What follows belongs to an exercise in optimizing a design on an open flow for small area, a short achievable clock period and few clock cycles per item; a production flow would make more cautious choices.
The RTL was checked by simulation tests, not by an equivalence proof against the original design.
Power is estimated from default activity; no workload was simulated.

===== flow/flow/run.sh =====
#!/bin/bash
# Layout flow: the standard layout (standard.sh) with two changes.
# 1. Synthesis maps with an area-oriented ABC script (flow/abc_area4.script)
#    and skips Yosys's adder extraction; all other synthesis passes, the
#    register mapping, flattening and renaming are the standard script's.
# 2. Port buffering uses sky130_fd_sc_hd__buf_4 (every input and output port
#    still gets its own buffer), instead of the delay-cell buffer the standard
#    flow picks.
# Each tool's full output goes to a log file in the work folder.
set -euo pipefail
W=$(pwd)
F=$W/flow
S=$FLOW_HOME/scripts/synth.tcl
# Synthesis script: synth_recipe.tcl with ORFS's synth.tcl inlined and edited.
{
  head -n 1 "$W/synth_recipe.tcl"
  sed -e "s|log_cmd abc {\*}\$abc_args|log_cmd abc {*}[lreplace \$abc_args 1 1 $F/abc_area4.script]|" \
      -e 's|^  extract_fa {\*}|  # extract_fa {*}|' "$S"
  tail -n +3 "$W/synth_recipe.tcl"
} > "$W/own_synth.tcl"
grep -q "abc_area4.script" "$W/own_synth.tcl"
grep -q "# extract_fa" "$W/own_synth.tcl"
bash "$W/standard.sh" SYNTH_SCRIPT="$W/own_synth.tcl" synth > "$W/synth.log" 2>&1
bash "$W/standard.sh" "BUFFER_PORTS_ARGS=-buffer_cell sky130_fd_sc_hd__buf_4" ${STAGE:-finish} > "$W/layout.log" 2>&1

===== flow/flow/abc_area4.script =====
strash
ifraig
scorr
dc2
strash
&get -n
&dch -f
&nf -a
&put
mfs2 -a
strash
&get -n
&dch -f
&nf -a
&put
topo
stime -c

===== flow/standard.sh =====
#!/bin/bash
# synth_recipe.tcl (not shown) runs the flow's synth.tcl, then flattens the netlist and writes it again
# the make line also repeats each setting of config.mk as NAME=value (left out here)
make -C /OpenROAD-flow-scripts/flow DESIGN_CONFIG=/design/flow/config.mk WORK_HOME=/design/flow/orfs CLKGATE_MAP_FILE= SYNTH_SCRIPT=/design/flow/synth_recipe.tcl "${@:-finish}"

===== flow/config.mk =====
export PLATFORM = sky130hd
export DESIGN_NAME = present80_encrypt_core
export DESIGN_NICKNAME = present80_encrypt_core
export VERILOG_FILES = /design/flow/design.v
export SDC_FILE = /design/flow/constraint.sdc
export NUM_CORES = 4
export LEC_CHECK = 0
export CAP_MARGIN = 20
export CORE_MARGIN = 2
export CORE_UTILIZATION = 45
export CTS_CLUSTER_DIAMETER = 100
export CTS_CLUSTER_SIZE = 25
export PLACE_DENSITY = 0.6
export SETUP_SLACK_MARGIN = 1.7
export SLEW_MARGIN = 20

===== flow/constraint.sdc =====
create_clock -name core_clock -period 4.0 [get_ports {clk}]
set_input_delay 0.8000 -clock core_clock [delete_from_list [all_inputs] [get_ports {clk}]]
set_output_delay 0.8000 -clock core_clock [all_outputs]
set_load 0.01 [all_outputs]

===== flow/design.v =====
`timescale 1ns / 1ps
`default_nettype none
package p80enc_pkg;
  localparam int unsigned BLK_W  = 64;
  localparam int unsigned KEY_W  = 80;
  localparam int unsigned CNT_W  = 5;
  localparam int unsigned ADDR_W = 4;
  localparam int unsigned DATA_W = 64;
  localparam int unsigned KLO_W  = 16;
  localparam logic REG_KEY_HIGH = 1'b0;
  localparam logic REG_KEY_LOW  = 1'b1;
  typedef logic [3:0] nib_t;
  typedef struct packed {
    logic [BLK_W-1:0] state;
    logic [KEY_W-1:0] key;
  } blk_t;
  function automatic nib_t SBOX(input nib_t x);
    logic a0, a1, a2, a3, t1, t2, t3, t4, u1, u2, y0, y1, y2, y3;
    a0 = x[3]; a1 = x[2]; a2 = x[1]; a3 = x[0];
    t1 = a2 ^ a1;
    t2 = a1 & t1;
    t3 = a0 ^ t2;
    y3 = a3 ^ t3;
    t2 = t1 & t3;
    u1 = t1 ^ y3;
    t2 = t2 ^ a1;
    t4 = a3 | t2;
    y2 = u1 ^ t4;
    u2 = t2 ^ ~a3;
    y0 = y2 ^ u2;
    u2 = u2 | u1;
    y1 = t3 ^ u2;
    SBOX = {y0, y1, y2, y3};
  endfunction
  function automatic logic [BLK_W-1:0] sub_layer(input logic [BLK_W-1:0] s);
    logic [BLK_W-1:0] r;
    r = '0;
    for (int n = 0; n < 16; n++) begin
      r[4*n +: 4] = SBOX(s[4*n +: 4]);
    end
    sub_layer = r;
  endfunction
  function automatic logic [BLK_W-1:0] perm_layer(input logic [BLK_W-1:0] s);
    logic [BLK_W-1:0] r;
    r = '0;
    for (int i = 0; i < 63; i++) begin
      r[(16 * i) % 63] = s[i];
    end
    r[63] = s[63];
    perm_layer = r;
  endfunction
  function automatic logic [KEY_W-1:0] round_key_step(input logic [KEY_W-1:0] k,
                                                     input logic [CNT_W-1:0] cnt);
    logic [KEY_W-1:0] r;
    r = {k[18:0], k[79:19]};
    r[79:76] = SBOX(r[79:76]);
    r[19:15] = r[19:15] ^ cnt;
    round_key_step = r;
  endfunction
endpackage
`default_nettype wire
`timescale 1ns / 1ps
`default_nettype none
module p80enc_round (
  input  wire logic [p80enc_pkg::BLK_W-1:0] s_in,
  input  wire logic [p80enc_pkg::BLK_W-1:0] rk,
  output logic      [p80enc_pkg::BLK_W-1:0] s_out
);
  assign s_out = p80enc_pkg::perm_layer(p80enc_pkg::sub_layer(s_in)) ^ rk;
endmodule
`default_nettype wire
`timescale 1ns / 1ps
`default_nettype none
module present80_encrypt_core (
  input  wire logic                           clk,
  input  wire logic                           rst_n,
  input  wire logic                           in_valid,
  output logic                                in_ready,
  input  wire logic [p80enc_pkg::BLK_W-1:0]   in_plaintext,
  output logic                                out_valid,
  input  wire logic                           out_ready,
  output logic      [p80enc_pkg::BLK_W-1:0]   out_ciphertext,
  input  wire logic                           cfg_psel,
  input  wire logic                           cfg_penable,
  input  wire logic                           cfg_pwrite,
  input  wire logic [p80enc_pkg::ADDR_W-1:0]  cfg_paddr,
  input  wire logic [p80enc_pkg::DATA_W-1:0]  cfg_pwdata,
  output logic      [p80enc_pkg::DATA_W-1:0]  cfg_prdata,
  output logic                                cfg_pready
);
  localparam int unsigned NSTG = 31;    
  localparam int unsigned BW   = p80enc_pkg::BLK_W;
  localparam int unsigned KW   = p80enc_pkg::KEY_W;
  logic [BW-1:0]                key_high_r;
  logic [p80enc_pkg::KLO_W-1:0] key_low_r;
  logic                         cfg_wr;
  logic                         reg_sel;
  assign cfg_pready = 1'b1;
  assign reg_sel    = cfg_paddr[3];
  assign cfg_wr     = cfg_psel && cfg_penable && cfg_pwrite;
  logic [BW-1:0]                rd_high_n;
  logic [p80enc_pkg::KLO_W-1:0] rd_low_n;
  always_ff @(posedge clk) begin
    if (!rst_n) begin
      key_high_r <= '0;
      key_low_r  <= '0;
      rd_high_n  <= '1;
      rd_low_n   <= '1;
    end else if (cfg_wr) begin
      if (reg_sel == p80enc_pkg::REG_KEY_HIGH) begin
        key_high_r <= cfg_pwdata;
        rd_high_n  <= ~cfg_pwdata;
      end else begin
        key_low_r  <= cfg_pwdata[p80enc_pkg::KLO_W-1:0];
        rd_low_n   <= ~cfg_pwdata[p80enc_pkg::KLO_W-1:0];
      end
    end
  end
  assign cfg_prdata = (reg_sel == p80enc_pkg::REG_KEY_HIGH)
                      ? ~rd_high_n
                      : {{(p80enc_pkg::DATA_W-p80enc_pkg::KLO_W){1'b0}}, ~rd_low_n};
  logic [32:1][KW-1:0] ks;
  logic [31:1][3:0]    nib_c;    
  logic [31:1][3:0]    nib_r;
  logic [31:1][KW-1:0] rot;
  logic [KW-1:0]       ks2_c;
  assign ks[1] = {key_high_r, key_low_r};
  for (genvar r = 1; r <= 31; r++) begin : g_ks
    assign rot[r]   = {ks[r][18:0], ks[r][79:19]};
    assign nib_c[r] = p80enc_pkg::SBOX(rot[r][79:76]);
    always_ff @(posedge clk) nib_r[r] <= nib_c[r];
    assign ks[r+1] = {nib_r[r], rot[r][75:20], rot[r][19:15] ^ 5'(r), rot[r][14:0]};
  end
  assign ks2_c = {nib_c[1], rot[1][75:20], rot[1][19:15] ^ 5'(1), rot[1][14:0]};
  logic                   en;
  logic [NSTG:1]          vld;
  logic [NSTG:1][BW-1:0]  stg;      
  logic [NSTG-1:0][BW-1:0] s_nxt;   
  logic last_free;
  assign en       = !vld[NSTG] || out_ready;
  assign in_ready = last_free || out_ready;
  p80enc_round u_r1 (.s_in(in_plaintext ^ ks[1][79:16]), .rk(ks2_c[79:16]), .s_out(s_nxt[0]));
  for (genvar i = 1; i < NSTG; i++) begin : g_stg
    p80enc_round u_r (.s_in(stg[i]), .rk(ks[i+2][79:16]), .s_out(s_nxt[i]));
  end
  always_ff @(posedge clk) begin
    if (!rst_n) begin
      vld       <= '0;
      last_free <= 1'b1;
    end else if (en) begin
      vld       <= {vld[NSTG-1:1], in_valid};
      last_free <= !vld[NSTG-1];
    end
  end
  always_ff @(posedge clk) begin
    if (en && in_valid) stg[1] <= s_nxt[0];
    for (int i = 2; i <= NSTG; i++) begin
      if (en && vld[i-1]) stg[i] <= s_nxt[i-1];
    end
  end
  assign out_valid      = vld[NSTG];
  assign out_ciphertext = stg[NSTG];
endmodule
`default_nettype wire

==> results of run 1 <==
path summary, 6_finish.rpt:
path	end	cells past startpoint	slack (ns)	from
setup / recovery	cfg_prdata[9]	2	1.65	rd_high_n[9]$_SDFFE_PN1P_
hold / removal	key_low_r[15]$_SDFFE_PN0P_	3	0.23	cfg_pwdata[15]
setup reg to reg	stg[1471]$_DFFE_PP_	5	1.68	stg[1406]$_DFFE_PP_
hold reg to reg	rd_low_n[5]$_SDFFE_PN1P_	1	0.46	rd_low_n[5]$_SDFFE_PN1P_
cells in the final DEF, fill, tap and decap left out, types with 11 or more instances in the layout:
cell | synthesis | layout
o21a_1 | 33 | 33
a22oi_1 | 384 | 382
nor2_2 | 0 | 11
xnor2_2 | 0 | 39
nor2_1 | 1095 | 1083
maj3_1 | 106 | 106
dfxtp_2 | 0 | 113
and3b_1 | 12 | 12
and2_2 | 0 | 26
buf_4 | 1 | 493
xnor3_1 | 20 | 20
clkbuf_1 | 0 | 33
xnor2_1 | 2671 | 2632
nand2_1 | 1297 | 1296
buf_12 | 0 | 45
xor2_2 | 0 | 19
dfxtp_4 | 0 | 22
mux2i_1 | 17 | 13
a21o_1 | 94 | 94
clkinv_1 | 27 | 28
nand3_1 | 54 | 54
nand3b_1 | 19 | 19
clkbuf_16 | 0 | 131
edfxtp_1 | 1984 | 1984
a21oi_1 | 64 | 64
xor2_1 | 1530 | 1511
nand2b_1 | 756 | 754
nor2b_1 | 134 | 131
dfxtp_1 | 316 | 181
nor3b_1 | 56 | 56
or2_0 | 47 | 47
inv_6 | 0 | 19
o21ai_0 | 1591 | 1591
and2_0 | 441 | 410
critical path, cell delays in order, from the launching register on:
cell     delay, ns
dfxtp_2       0.34
mux2i_2       0.19
buf_4         0.16
cells by family (layout without fill, tap and decap cells):
family / Yosys count / in the layout / share of synthesized area
buf+inv: 28 / 802 / 0.000804
mux: 18 / 18 / 0.00134
xor+xnor: 4222 / 4222 / 0.275
flops: 2300 / 2300 / 0.487
fa+ha+maj: 106 / 106 / 0.00784
simple gates: 3924 / 3924 / 0.137
other cells: 1 / 10 / 0.0000277
compound gates: 2179 / 2179 / 0.0903
power by group:
group	internal, mW	switching, mW	leakage [nW]
combinational	5.74	8.30	28.8
sequential	28.2	3.14	20.5
clock	6.53	8.76	1.99
final cells by class:
type / instances / area share
antenna: 9 / 0.000150
sequential: 2300 / 0.441
multi-input combinational: 10450 / 0.466
clock inverter: 63 / 0.00475
inverter: 27 / 0.000676
timing repair buffer: 548 / 0.0321
tap: 3958 / 0.0330
clock buffer: 164 / 0.0225
per-layer routing:
metal / global-route usage / routed length, µm / up-vias
met5: 0 / 46 / -
met4: 0.188 / 35500 / 8
met3: 0.0417 / 34900 / 926
met2: 0.511 / 228000 / 3848
met1: 0.387 / 189000 / 48377
li1: - / - / 44996
state kept, by name, indices dropped and copies added, names as in the netlist:
register / count
nib_r: 124
key_high_r: 64
stg: 1984
vld: 31
rd_high_n: 64
rd_low_n: 16
key_low_r: 16
last_free: 1
stage by stage:
step	setup WS, ns	hold WS [ns]	util	std cells
6_report	1.65	0.227	0.501	17519
5_1_grt	1.60	0.225	0.501	17513
4_1_cts	1.61	0.176	0.499	17496
3_5_place_dp	0.983	0.442	0.484	17264
2_1_floorplan	1.44	0.415	-	12778
3_3_place_gp	0.691	0.431	0.484	17264
timing repair:
action / CTS / global route
setup buffers: 3 / 12
resized for setup: 59 / 77
gates cloned: 2 / 2
pin swaps: 3 / 11
setup endpoints to repair: 102 / 204
==> impl_metrics.tcl, run 1 <==
set metrics [dict create \
    outcome "no timing/DRC/antenna violations" \
    gp_congestion 0.937 \
    place_area_um2 145000 \
    area_growth_pct 10.8 \
    placementRows 201 \
    first_global_vias 90560 \
    die_x_um 552 \
    fill_cells 26560 \
    ys_seq_area_frac 0.487 \
    synth_cell_types 36 \
    yosys_register_bits 2300 \
    path_class "register to output pin" \
    cts.sinks 2300 \
    p_leak_nw 51.3 \
    numPortBuffers 265 \
    fmax_ghz 0.426 \
    synth_edf_count 1984 \
    drt-total-wl_mm 488 \
    cellPowerDensity_nw_per_um2 404 \
    start_util 0.452 \
    avgViaCountPerCell 5.60 \
    maxCapViolations 0 \
    synth_top_cell_by_area "edfxtp_1" \
    required_ns 3.20 \
    stdcell_area_um2 150000 \
    tightest_slew_ns 1.18 \
    synth_nets 12917 \
    yosys-top-cells-area "edfxtp_1 44%, xnor2_1 17%, xor2_1 9.9%" \
    core_area_um2 300000 \
    relSlewSlack 0.203 \
    setup_viol 0 \
    clk_pin_slew_worst_paths_ns 0.11 \
    seq_area_um2 66100 \
    avgSynthCellArea_um2 10.6 \
    slew_viol_final 0 \
    cts_buffers 120 \
    boundaryPins 270 \
    min-delay-path-class "input port to register" \
    cts_root_buffer "clkbuf_16" \
    antenna_found_initial 19 \
    grt_pass1_wl_mm 666 \
    num_vias 98155 \
    grt_max_degree 71 \
    drt_iter0_drc 10854 \
    wl_per_cell_um 27.8 \
    drc 0 \
    synth_cells 12778 \
    finClkSkew_ns 0.0475 \
    rsz0062_at_grt "yes" \
    multiInputGateArea_um2 69900 \
    cp-start-kind "register" \
    cts_max_path_buffers 3 \
    hold_violations 0 \
    cts_tree "built" \
    dominantRegCellSynth "edfxtp_1" \
    yosys-top-cells-count "2671 x xnor2_1, 1984 x edfxtp_1, 1591 x o21ai_0" \
    finalPower_mw 60.7 \
    final.min_clock_period_ns 2.35 \
    grt_overflow 0 \
    htree_levels 3 \
    die_y_um 552 \
    insertion_delay_ns 0.85 \
    ant_nets 0 \
    cp_data_arrival_time_ns 1.55 \
    fin_tns_setup_ns 0 \
    cp_max_fo 2 \
    post-route-period-util 0.587 \
    grt_use_total 0.310 \
    synth_most_common_cell "xnor2_1" \
    syn-cell-area_um2 135000 \
    drt_pass1_iterations 8 \
    ctsHoldBuffers 0 \
    drive_above_1_share 0.0730 \
    async_reset_ff_frac 0 \
    post-dp-hpwl_mm 366 \
    nNetsFinal 13586 \
    cp-end-kind "output pin" \
    yosys_warnings 2 \
    die-area_um2 305000 \
    irDropWorstVdd_mv 0.408 \
    synth.top_cell.area_share 0.440 \
]
Testbench counts, summed over its fixed seeds: cycles 2,312, items 2,048.
==> run 2: changes to the inputs <==
--- a/flow/config.mk
+++ b/flow/config.mk
@@ -6,5 +6,5 @@
 export NUM_CORES = 4
 export LEC_CHECK = 0
-export CAP_MARGIN = 20
+export CAP_MARGIN = 10
 export CORE_MARGIN = 2
 export CORE_UTILIZATION = 45
@@ -13,3 +13,3 @@
 export PLACE_DENSITY = 0.6
 export SETUP_SLACK_MARGIN = 1.7
-export SLEW_MARGIN = 20
+export SLEW_MARGIN = 10
==> impl_metrics.tcl, run 2 <==
set metrics [dict create \
    drc 0 \
    final.min_clock_period_ns 2.35 \
    post-dp-hpwl_mm 366 \
    nNetsFinal 13582 \
    die_x_um 552 \
    ant_nets 0 \
    dp_worst_setup_slack_ns 0.662 \
    gp_congestion 0.937 \
    fin_ws_ns 1.65 \
    r2r_start "key_high_r[53]$_SDFFE_PN0P_" \
    first_global_vias 90479 \
    rsz0062_at_grt "yes" \
    grt_max_degree 71 \
    r2r-end "nib_r[29]$_DFF_P_" \
    insertion_delay_ns 0.86 \
    yosys_warnings 2 \
    ys_seq_area_frac 0.487 \
    post-place-cells 17264 \
    post-route-util 0.500 \
    outcome "no timing/DRC/antenna violations" \
    min-delay-path-class "input port to register" \
    final_common_cell "xnor2_1" \
    synth_cells 12778 \
    post-route-period-util 0.588 \
    irDropWorstVdd_mv 0.426 \
    synth.top_cell.area_share 0.440 \
    regMostFlops "stg" \
    yosys_register_bits 2300 \
    num_vias 98274 \
    cts_max_path_buffers 3 \
    fill_cells 26586 \
    drt-total-wl_mm 488 \
    holdPathEnd "key_high_r[26]$_SDFFE_PN0P_" \
    synth_cell_types 36 \
    slowest_stage "dfxtp_2" \
    r2r_setup_slack_ns 1.65 \
    maxCapViolations 0 \
    clk_pin_slew_worst_paths_ns 0.10 \
    fin_tns_setup_ns 0 \
    synth_nets 12917 \
    drt-met1-wl_mm 189 \
    cp-start-kind "register" \
    cellPowerDensity_nw_per_um2 402 \
    avgViaCountPerCell 5.61 \
    p_leak_nw 51.2 \
    largest_register_ffs 1984 \
    path_buf_inv 0 \
    path_class "register to register" \
    grt_use_total 0.310 \
    relSlewSlack 0.200 \
    async_reset_ff_frac 0 \
    tightest_slew_ns 1.20 \
    dr_wl_met3_mm 34.8 \
    cpPeakStageDelay_ns 0.59 \
    start_util 0.452 \
    dominantRegCellSynth "edfxtp_1" \
    grt_overflow 0 \
    placementRows 201 \
    wl_per_cell_um 27.9 \
    die-area_um2 305000 \
    cts.sinks 2300 \
    synth_top_cell_by_area "edfxtp_1" \
    cts_tree "built" \
    drt_iter0_drc 10912 \
    drive_above_1_share 0.0707 \
    htree_levels 3 \
    ctsHoldBuffers 0 \
    syn-cell-area_um2 135000 \
    numPortBuffers 265 \
    reg2reg_depth 4 \
    fmax_ghz 0.425 \
    required_ns 4.72 \
    grt_pass1_wl_mm 665 \
    hp-start "cfg_pwdata[26]" \
    most-common-layout-cells "2633 x xnor2_1, 1984 x edfxtp_1, 1591 x o21ai_0, 1509 x xor2_1, 1296 x nand2_1" \
    antenna_found_initial 19 \
    synth_most_common_cell "xnor2_1" \
    cp_top_family "XOR/XNOR gates" \
    setup_viol 0 \
    yosys-top-cells-count "2671 x xnor2_1, 1984 x edfxtp_1, 1591 x o21ai_0" \
    largestRegisters "stg (1984), nib_r (124)" \
    avgSynthCellArea_um2 10.6 \
    cts_buffers 115 \
    hold_violations 0 \
    die_y_um 552 \
    slew_viol_final 0 \
    cp-end-kind "register" \
    holdPathStages 3 \
    cp_max_fo 6 \
    core_area_um2 300000 \
    yosys-top-cells-area "edfxtp_1 44%, xnor2_1 17%, xor2_1 9.9%" \
    whs_ns 0.240 \
    dr_wl_met2_mm 226 \
    cp_data_arrival_time_ns 3.07 \
    finClkSkew_ns 0.0549 \
    top_layer "met5" \
    cts_root_buffer "clkbuf_16" \
    synth_edf_count 1984 \
    area_growth_pct 10.6 \
    final_cell_count_no_fill 17511 \
    drt_pass1_iterations 6 \
    boundaryPins 270 \
    crit_path_cell_trace "nor2b_1 -> xnor3_1 -> xnor2_2 -> xor2_2" \
]
-- run 2: area by class of cell --
| cell class | count | area, µm² | share of cell area |
|---|---|---|---|
| clock buffer | 162 | 3180 | 0.0213 |
| antenna | 10 | 25.0 | 0.000167 |
| tap | 3958 | 4950 | 0.0331 |
| clock inverter | 55 | 677 | 0.00452 |
| multi-input combinational | 10450 | 69900 | 0.467 |
| sequential | 2300 | 66100 | 0.441 |
| inverter | 27 | 101 | 0.000677 |
| timing repair buffer | 549 | 4810 | 0.0321 |
-- run 2: per-layer routing --
layer / vias to the layer above / global-route usage
li1: 45000 / -
met1: 48256 / 0.387
met2: 4016 / 0.508
met3: 996 / 0.0371
met4: 6 / 0.199
met5: - / 0
-- run 2: worst register-to-register path, delay by kind of cell, from the launching register on --
family,cells,cell delay [ns]
XOR/XNOR,3,1.20
flip-flops,1,0.59
AND/OR/NAND/NOR,1,0.44
-- run 2: what timing repair did --
action,in CTS,in global routing
gates resized for setup,57,60
hold endpoints to repair,0,0
pin swaps,1,6
setup endpoints to repair,1546,139
buffers inserted,3,14
gates cloned,2,1
-- run 2: how the worst max path moves through the flow --
stage	from	endpoint	slack, ns	depth (start not counted)
floorplan	out_ready	stg[0]$_DFFE_PP_	1.44	2
global placement	out_ready	stg[480]$_DFFE_PP_	0.69	4
detailed placement	out_ready	stg[487]$_DFFE_PP_	0.66	4
CTS	rd_low_n[10]$_SDFFE_PN1P_	cfg_prdata[10]	1.61	2
global route	stg[1246]$_DFFE_PP_	stg[1319]$_DFFE_PP_	1.60	6
finish	key_high_r[53]$_SDFFE_PN0P_	nib_r[29]$_DFF_P_	1.65	4
-- run 2: power by group --
part	total, mW	switching [mW]	internal, mW
Sequential	31.3	3.12	28.2
Combinational	14.1	8.33	5.73
Clock	14.8	8.52	6.27
-- run 2: kinds of logic (layout without fill, tap and decap cells) --
family,after synthesis,count (layout),synth area share
XOR/XNOR,4222,4222,0.275
AND/OR/NAND/NOR,3924,3924,0.137
flip-flops,2300,2300,0.487
AO/OA/AOI/OAI,2179,2179,0.0903
adder cells (fa/ha/maj),106,106,0.00784
buffers and inverters,28,793,0.000804
multiplexers,18,18,0.00134
other,1,11,0.0000277
-- run 2: stage by stage --
step / area, µm² / total power [mW]
floorplan: 136000 / 38.7
CTS: 149000 / 60.2
finish: 150000 / 60.2
global route: 150000 / 61.8
global placement: 145000 / 45.5
detailed placement: 145000 / 45.7
==> run 3: changes to the inputs <==
--- a/flow/config.mk
+++ b/flow/config.mk
@@ -6,5 +6,5 @@
 export NUM_CORES = 4
 export LEC_CHECK = 0
-export CAP_MARGIN = 10
+export CAP_MARGIN = 20
 export CORE_MARGIN = 2
 export CORE_UTILIZATION = 45
@@ -12,4 +12,4 @@
 export CTS_CLUSTER_SIZE = 25
 export PLACE_DENSITY = 0.6
-export SETUP_SLACK_MARGIN = 1.7
-export SLEW_MARGIN = 10
+export SETUP_SLACK_MARGIN = 1.9
+export SLEW_MARGIN = 20
==> impl_metrics.tcl, run 3 <==
set metrics [dict create \
    synth_nets 12917 \
    core_area_um2 300000 \
    post-dp-hpwl_mm 369 \
    wl_per_cell_um 28.3 \
    cellPowerDensity_nw_per_um2 397 \
    fill_cells 26219 \
    final.min_clock_period_ns 2.36 \
    ctsHoldBuffers 0 \
    ant_nets 0 \
    drc 0 \
    area_growth_pct 13.2 \
    cp_top_family "flip-flops" \
    outcome "no timing/DRC/antenna violations" \
    multiInputGateArea_um2 71800 \
    post-route-period-util 0.591 \
    synth.top_cell.area_share 0.440 \
    tightest_slew_ns 1.11 \
    reg2reg_depth 3 \
    cpPeakStageDelay_ns 0.34 \
    htree_levels 3 \
    cts_max_path_buffers 3 \
    cp-end-kind "output pin" \
    cts_root_buffer "clkbuf_16" \
    first_global_vias 91754 \
    drive_above_1_share 0.104 \
    met1_usage 0.390 \
    largestRegisters "stg (1984), nib_r (124)" \
    antenna_found_initial 25 \
    crit_path_cell_trace "mux2i_2 -> buf_4" \
    yosys_warnings 2 \
    required_ns 3.20 \
    yosys_register_bits 2300 \
    grt_overflow 0 \
    synth_most_common_cell "xnor2_1" \
    async_reset_ff_frac 0 \
    yosys-top-cells-area "edfxtp_1 44%, xnor2_1 17%, xor2_1 9.9%" \
    die-area_um2 305000 \
    synth_cells 12778 \
    avgViaCountPerCell 5.65 \
    r2r-end "stg[1378]$_DFFE_PP_" \
    ys_seq_area_frac 0.487 \
    dominantRegCellSynth "edfxtp_1" \
    regMostFlops "stg" \
    maxCapViolations 0 \
    hold_violations 0 \
    cp_max_fo 2 \
    drt_iter0_drc 11010 \
    path_class "register to output pin" \
    fin_ws_ns 1.64 \
    placementRows 201 \
    r2r_setup_slack_ns 1.87 \
    synth_edf_count 1984 \
    boundaryPins 270 \
    synth_top_cell_by_area "edfxtp_1" \
    largest_register_ffs 1984 \
    holdPathEnd "key_high_r[49]$_SDFFE_PN0P_" \
    die_y_um 552 \
    synth_cell_types 36 \
    clk_pin_slew_worst_paths_ns 0.10 \
    nNetsFinal 13694 \
    syn-cell-area_um2 135000 \
    seq_area_um2 66300 \
    post-place-cells 17261 \
    finClkSkew_ns 0.0481 \
    grt_use_total 0.315 \
    irDropWorstVdd_mv 0.429 \
    min-delay-path-class "input port to register" \
    cts_buffers 118 \
    die_x_um 552 \
    numPortBuffers 265 \
    finalPower_mw 60.8 \
    final_common_cell "xnor2_1" \
    rsz0062_at_grt "yes" \
    p_leak_nw 52.8 \
    fin_tns_setup_ns 0 \
    num_vias 99515 \
    avgSynthCellArea_um2 10.6 \
    insertion_delay_ns 0.85 \
    start_util 0.452 \
    post-route-util 0.511 \
    slew_viol_final 0 \
    use_met2 0.511 \
    cp-start-kind "register" \
    cp_data_arrival_time_ns 1.56 \
    grt_pass1_wl_mm 675 \
    grt_util_met3 0.0451 \
    path_buf_inv 1 \
    grt_max_degree 88 \
    fmax_ghz 0.423 \
    slowest_stage "dfxtp_2" \
    yosys-top-cells-count "2671 x xnor2_1, 1984 x edfxtp_1, 1591 x o21ai_0" \
    most-common-layout-cells "2505 x xnor2_1, 1984 x edfxtp_1, 1575 x o21ai_0, 1468 x xor2_1, 1297 x nand2_1" \
    drt_pass1_iterations 6 \
    gp_congestion 0.956 \
    r2r_start "nib_r[28]$_DFF_P_" \
    setup_viol 0 \
    relSlewSlack 0.262 \
    grt_busiest_layer "met2" \
    dp_worst_setup_slack_ns 1.08 \
    final_cell_count_no_fill 17618 \
    drt-total-wl_mm 498 \
    holdPathStages 3 \
    hp-start "cfg_pwdata[49]" \
    cts.sinks 2300 \
    cts_tree "built" \
]
run 3: cell counts after synthesis:
Identical to the previous run, type by type.
run 3: how the worst max path moves through the flow:
stage / from / endpoint / slack (ns) / cells after the start
after floorplan: in_plaintext[62] / stg[47]$_DFFE_PP_ / 1.77 / 6
after global placement: cfg_paddr[3] / cfg_prdata[4] / 1.16 / 4
after detailed placement: cfg_paddr[3] / cfg_prdata[6] / 1.08 / 4
after CTS: rd_high_n[11]$_SDFFE_PN1P_ / cfg_prdata[11] / 1.63 / 2
after global routing: rd_high_n[11]$_SDFFE_PN1P_ / cfg_prdata[11] / 1.61 / 2
final: rd_low_n[11]$_SDFFE_PN1P_ / cfg_prdata[11] / 1.64 / 2
run 3: kinds of logic (layout without fill, tap and decap cells):
| family | Yosys count | after routing | synth area share |
|---|---|---|---|
| compound gates | 2179 | 2179 | 0.0903 |
| flops | 2300 | 2300 | 0.487 |
| simple gates | 3924 | 3933 | 0.137 |
| other cells | 1 | 4 | 0.0000277 |
| buf+inv | 28 | 898 | 0.000804 |
| fa+ha+maj | 106 | 106 | 0.00784 |
| xor+xnor | 4222 | 4222 | 0.275 |
| mux | 18 | 18 | 0.00134 |
run 3: cell type report:
class / instances / area share
antenna: 3 / 0.0000490
inverter: 27 / 0.000686
tap: 3958 / 0.0323
clock buffer: 166 / 0.0217
timing repair buffer: 649 / 0.0399
clock inverter: 56 / 0.00368
multi-input combinational: 10459 / 0.469
sequential: 2300 / 0.433
run 3: worst reg2reg max path, cell delays in order, from the launching register on:
cell and delay, ns:
dfxtp_2 0.58, buf_4 0.71, xor2_1 0.21, xnor2_1 0.38
run 3: what timing repair did:
action | 4_1_cts | 5_1_grt
gates cloned | 4 | 10
pin swaps | 88 | 72
setup endpoints to repair | 841 | 507
resized for setup | 275 | 280
buffers inserted | 58 | 60
run 3: power breakdown:
part	internal, mW	switching, mW
Clock	6.15	8.70
Sequential	28.2	3.10
Combinational	5.99	8.61
Total	40.4	20.4
run 3: per-layer routing:
| metal | wire length [µm] | vias to the layer above |
|---|---|---|
| met4 | 40400 | 10 |
| li1 | - | 45215 |
| met3 | 38300 | 1009 |
| met5 | 53 | - |
| met1 | 190000 | 49176 |
| met2 | 229000 | 4105 |
run 3: stage by stage:
step | area, µm² | hold WS [ns]
after global placement | 146000 | 0.430
after detailed placement | 146000 | 0.440
after floorplan | 136000 | 0.415
final | 153000 | 0.251
after CTS | 151000 | 0.204
after global routing | 153000 | 0.261
==> run 4: changes to the inputs <==
--- a/flow/design.v
+++ b/flow/design.v
@@ -89,5 +89,5 @@
   output logic                                cfg_pready
 );
-  localparam int unsigned NSTG = 31;    
+  localparam int unsigned NSTG = 30;    
   localparam int unsigned BW   = p80enc_pkg::BLK_W;
   localparam int unsigned KW   = p80enc_pkg::KEY_W;
@@ -133,32 +133,50 @@
   end
   assign ks2_c = {nib_c[1], rot[1][75:20], rot[1][19:15] ^ 5'(1), rot[1][14:0]};
-  logic                   en;
-  logic [NSTG:1]          vld;
+  logic                   en, en_nxt;
+  logic [NSTG:1]          vld, vld_nxt;
+  logic [NSTG+1:2]        ld_q;     
   logic [NSTG:1][BW-1:0]  stg;      
-  logic [NSTG-1:0][BW-1:0] s_nxt;   
-  logic last_free;
-  assign en       = !vld[NSTG] || out_ready;
-  assign in_ready = last_free || out_ready;
+  logic [NSTG:0][BW-1:0]  s_nxt;    
   p80enc_round u_r1 (.s_in(in_plaintext ^ ks[1][79:16]), .rk(ks2_c[79:16]), .s_out(s_nxt[0]));
-  for (genvar i = 1; i < NSTG; i++) begin : g_stg
+  for (genvar i = 1; i <= NSTG; i++) begin : g_stg
     p80enc_round u_r (.s_in(stg[i]), .rk(ks[i+2][79:16]), .s_out(s_nxt[i]));
   end
+  logic          head_vld, skid_vld, skid_nxt, rdy_q;
+  logic [BW-1:0] head_q, skid_q;
+  logic          arrive, head_free;
+  assign en        = !skid_vld;
+  assign in_ready  = rdy_q;
+  assign arrive    = en && vld[NSTG];
+  assign head_free = !head_vld || out_ready;
+  assign skid_nxt  = skid_vld ? !head_free : (arrive && !head_free);
+  assign vld_nxt = !rst_n ? '0 : en ? {vld[NSTG-1:1], in_valid} : vld;
+  assign en_nxt  = !rst_n || !skid_nxt;
   always_ff @(posedge clk) begin
-    if (!rst_n) begin
-      vld       <= '0;
-      last_free <= 1'b1;
-    end else if (en) begin
-      vld       <= {vld[NSTG-1:1], in_valid};
-      last_free <= !vld[NSTG-1];
-    end
+    vld <= vld_nxt;
+    for (int i = 2; i <= NSTG + 1; i++) ld_q[i] <= en_nxt && vld_nxt[i-1];
   end
   always_ff @(posedge clk) begin
     if (en && in_valid) stg[1] <= s_nxt[0];
     for (int i = 2; i <= NSTG; i++) begin
-      if (en && vld[i-1]) stg[i] <= s_nxt[i-1];
+      if (ld_q[i]) stg[i] <= s_nxt[i-1];
     end
   end
-  assign out_valid      = vld[NSTG];
-  assign out_ciphertext = stg[NSTG];
+  always_ff @(posedge clk) begin
+    if (!rst_n) begin
+      head_vld <= 1'b0;
+      skid_vld <= 1'b0;
+      rdy_q    <= 1'b1;
+    end else begin
+      if (head_free) head_vld <= skid_vld || arrive;
+      skid_vld <= skid_nxt;
+      rdy_q    <= !skid_nxt;
+    end
+  end
+  always_ff @(posedge clk) begin
+    if (head_free)      head_q <= skid_vld ? skid_q : s_nxt[NSTG];
+    if (ld_q[NSTG + 1]) skid_q <= s_nxt[NSTG];
+  end
+  assign out_valid      = head_vld;
+  assign out_ciphertext = head_q;
 endmodule
 `default_nettype wire
--- a/flow/config.mk
+++ b/flow/config.mk
@@ -9,7 +9,7 @@
 export CORE_MARGIN = 2
 export CORE_UTILIZATION = 45
-export CTS_CLUSTER_DIAMETER = 100
-export CTS_CLUSTER_SIZE = 25
+export CTS_CLUSTER_DIAMETER = 70
+export CTS_CLUSTER_SIZE = 30
 export PLACE_DENSITY = 0.6
-export SETUP_SLACK_MARGIN = 1.9
+export SETUP_SLACK_MARGIN = 1.7
 export SLEW_MARGIN = 20
==> impl_metrics.tcl, run 4 <==
set metrics [dict create \
    placementRows 203 \
    fin_tns_setup_ns 0 \
    synth_top_cell_by_area "edfxtp_1" \
    first_global_vias 96240 \
    reg2reg_depth 3 \
    syn-cell-area_um2 139000 \
    cts.sinks 2395 \
    synth_most_common_cell "xnor2_1" \
    core_area_um2 306000 \
    maxCapViolations 0 \
    irDropWorstVdd_mv 0.344 \
    min-delay-path-class "input port to register" \
    cts_buffers 176 \
    cp-end-kind "output pin" \
    dominantRegCellSynth "edfxtp_1" \
    cp_max_fo 2 \
    async_reset_ff_frac 0 \
    relSlewSlack 0.168 \
    setup_viol 0 \
    path_class "register to output pin" \
    stdcell_area_um2 156000 \
    cts_tree "built" \
    ys_seq_area_frac 0.493 \
    clk_pin_slew_worst_paths_ns 0.09 \
    numPortBuffers 265 \
    p_leak_nw 54.0 \
    grt_overflow 0 \
    fmax_ghz 0.427 \
    num_vias 100969 \
    avgSynthCellArea_um2 10.7 \
    grt_pass1_wl_mm 700 \
    drt_iter0_drc 10515 \
    whs_ns 0.189 \
    hold_violations 0 \
    post-dp-hpwl_mm 378 \
    drt_pass1_iterations 6 \
    grt_use_total 0.316 \
    yosys-top-cells-area "edfxtp_1 44%, xnor2_1 17%, xor2_1 9.8%" \
    fill_cells 27168 \
    cellPowerDensity_nw_per_um2 437 \
    gp_congestion 0.947 \
    nNetsFinal 13831 \
    start_util 0.453 \
    rsz0062_at_grt "yes" \
    htree_levels 4 \
    place_area_um2 148000 \
    synth.top_cell.area_share 0.443 \
    finClkSkew_ns 0.0796 \
    die_y_um 559 \
    ctsHoldBuffers 0 \
    area_growth_pct 12.5 \
    cts_root_buffer "clkbuf_16" \
    slew_viol_final 0 \
    die-area_um2 313000 \
    final.min_clock_period_ns 2.34 \
    ant_nets 0 \
    antenna_found_initial 25 \
    yosys_register_bits 2395 \
    regMostFlops "stg" \
    insertion_delay_ns 0.93 \
    required_ns 3.20 \
    grt_max_degree 70 \
    largest_register_ffs 1920 \
    cts_max_path_buffers 4 \
    finalPower_mw 68.3 \
    largestRegisters "stg (1920), nib_r (124)" \
    post-route-period-util 0.585 \
    drive_above_1_share 0.0880 \
    yosys-top-cells-count "2683 x xnor2_1, 2048 x edfxtp_1, 1557 x xor2_1" \
    synth_cell_types 38 \
    synth_nets 13087 \
    cp_data_arrival_time_ns 1.54 \
    final_common_cell "xnor2_1" \
    holdPathStages 3 \
    synth_edf_count 2048 \
    avgViaCountPerCell 5.63 \
    yosys_warnings 2 \
    outcome "no timing/DRC/antenna violations" \
    drc 0 \
    die_x_um 559 \
    wl_per_cell_um 28.3 \
    tightest_slew_ns 1.25 \
    cp-start-kind "register" \
    synth_cells 12948 \
    most-common-layout-cells "2615 x xnor2_1, 2048 x edfxtp_1, 1549 x o21ai_0, 1534 x xor2_1, 1283 x nand2_1" \
    boundaryPins 270 \
    drt-total-wl_mm 507 \
]
==> run 4: cell types whose count changed after synthesis, moves of 31 or more <==
cell / previous run / this run
a21oi_1: 64 / 104
and2_0: 441 / 363
dfxtp_1: 316 / 347
edfxtp_1: 1984 / 2048
mux2_1: 1 / 48
nand2b_1: 756 / 717
nor3_1: 8 / 40
o21a_1: 33 / 2
o21ai_0: 1591 / 1550
==> run 4: per-stage QoR <==
stage           util  std cells  worst slack (ns)
6_report       0.510      17942              1.66
4_1_cts        0.507      17913              1.61
3_3_place_gp   0.484      17583              1.08
5_1_grt        0.510      17939              1.60
2_1_floorplan      -      12948              1.72
3_5_place_dp   0.485      17584              1.01
==> run 4: logic make-up (layout without fill, tap and decap cells) <==
kind of cell | count (synthesis) | in the layout | synth area share
xor+xnor | 4274 | 4274 | 0.273
simple gates | 3898 | 3898 | 0.132
flops | 2395 | 2395 | 0.493
compound gates | 2172 | 2172 | 0.0877
fa+ha+maj | 107 | 107 | 0.00772
mux | 65 | 65 | 0.00512
buf+inv | 36 | 925 | 0.00100
other cells | 1 | 6 | 0.0000270
==> run 4: final timing paths <==
path	end	from	slack (ns)
worst min register to register	rd_low_n[7]$_SDFFE_PN1P_	rd_low_n[7]$_SDFFE_PN1P_	0.45
worst max-delay path	cfg_prdata[4]	rd_low_n[4]$_SDFFE_PN1P_	1.66
worst min-delay path	key_low_r[15]$_SDFFE_PN0P_	cfg_pwdata[15]	0.19
worst max register to register	stg[267]$_DFFE_PP_	key_high_r[26]$_SDFFE_PN0P_	1.67
==> run 4: area by class of cell <==
type | instances | area [µm²] | share of cell area
clock inverter | 133 | 1730 | 0.0111
tap | 4100 | 5130 | 0.0328
sequential | 2395 | 68700 | 0.440
clock buffer | 190 | 4600 | 0.0295
antenna | 5 | 12.5 | 0.0000801
inverter | 35 | 148 | 0.000945
timing repair buffer | 567 | 4690 | 0.0300
multi-input combinational | 10517 | 71200 | 0.456
==> run 4: routing by layer <==
metal,part of all wire,global-route usage,up-vias
met5,0.00015,0,-
met3,0.073,0.0427,1154
met2,0.46,0.522,4048
met4,0.081,0.213,10
li1,-,-,45874
met1,0.38,0.385,49883
==> run 4: critical path, stage by stage (launching register included) <==
cell,delay [ns]
dfxtp_2,0.33
mux2i_1,0.17
buf_4,0.15
==> run 4: timing repair <==
| item | in CTS | in global routing |
|---|---|---|
| pin swaps | 27 | 19 |
| gates cloned | 3 | 0 |
| resized for setup | 116 | 142 |
| setup buffers | 3 | 24 |
| endpoints found under the setup margin | 214 | 138 |
==> run 4: where the power goes <==
part / internal, mW / switching [mW] / total (mW)
logic: 6.18 / 8.89 / 15.1
registers: 29.5 / 3.31 / 32.8
clock network: 9.59 / 10.8 / 20.4
Testbench counts of run 4, summed over its fixed seeds: cycles 2,312, items 2,048.

==> what the ideal ports hide <==
Ports are ideal in the flow. The routed layouts listed here were re-timed in OpenROAD. Step 1: set_driving_cell puts a clkbuf_16 on clk and a buf_2 on each other input, an assumption about the parent block. Step 2 moves the port delays by t, midway between the first and last clock arrival at a register: inputs arrive t later, outputs are due t later. That takes back most of the time a late clock gives input paths. a / b / c = ideal ports / drivers / drivers and shift; a / b = the first two.
| run | t, ns | setup slack, ns | clock arrival spread, ns | pins driven straight from the clock port |
|---|---|---|---|---|
| run 1 | 0.943 | 1.652 / 1.505 / 1.101 | 0.058 / 0.058 | 1 |
| run 2 | 0.939 | 1.647 / 1.482 / 1.072 | 0.059 / 0.059 | 1 |
| run 3 | 0.943 | 1.637 / 1.527 / 1.236 | 0.054 / 0.055 | 1 |
| run 4 | 0.998 | 1.659 / 1.550 / 1.238 | 0.083 / 0.083 | 1 |
After both steps setup and hold are still met in every run listed. The setup slack of run 2, which loses most, moves by -0.165 ns with the drivers and by -0.575 ns with both steps.
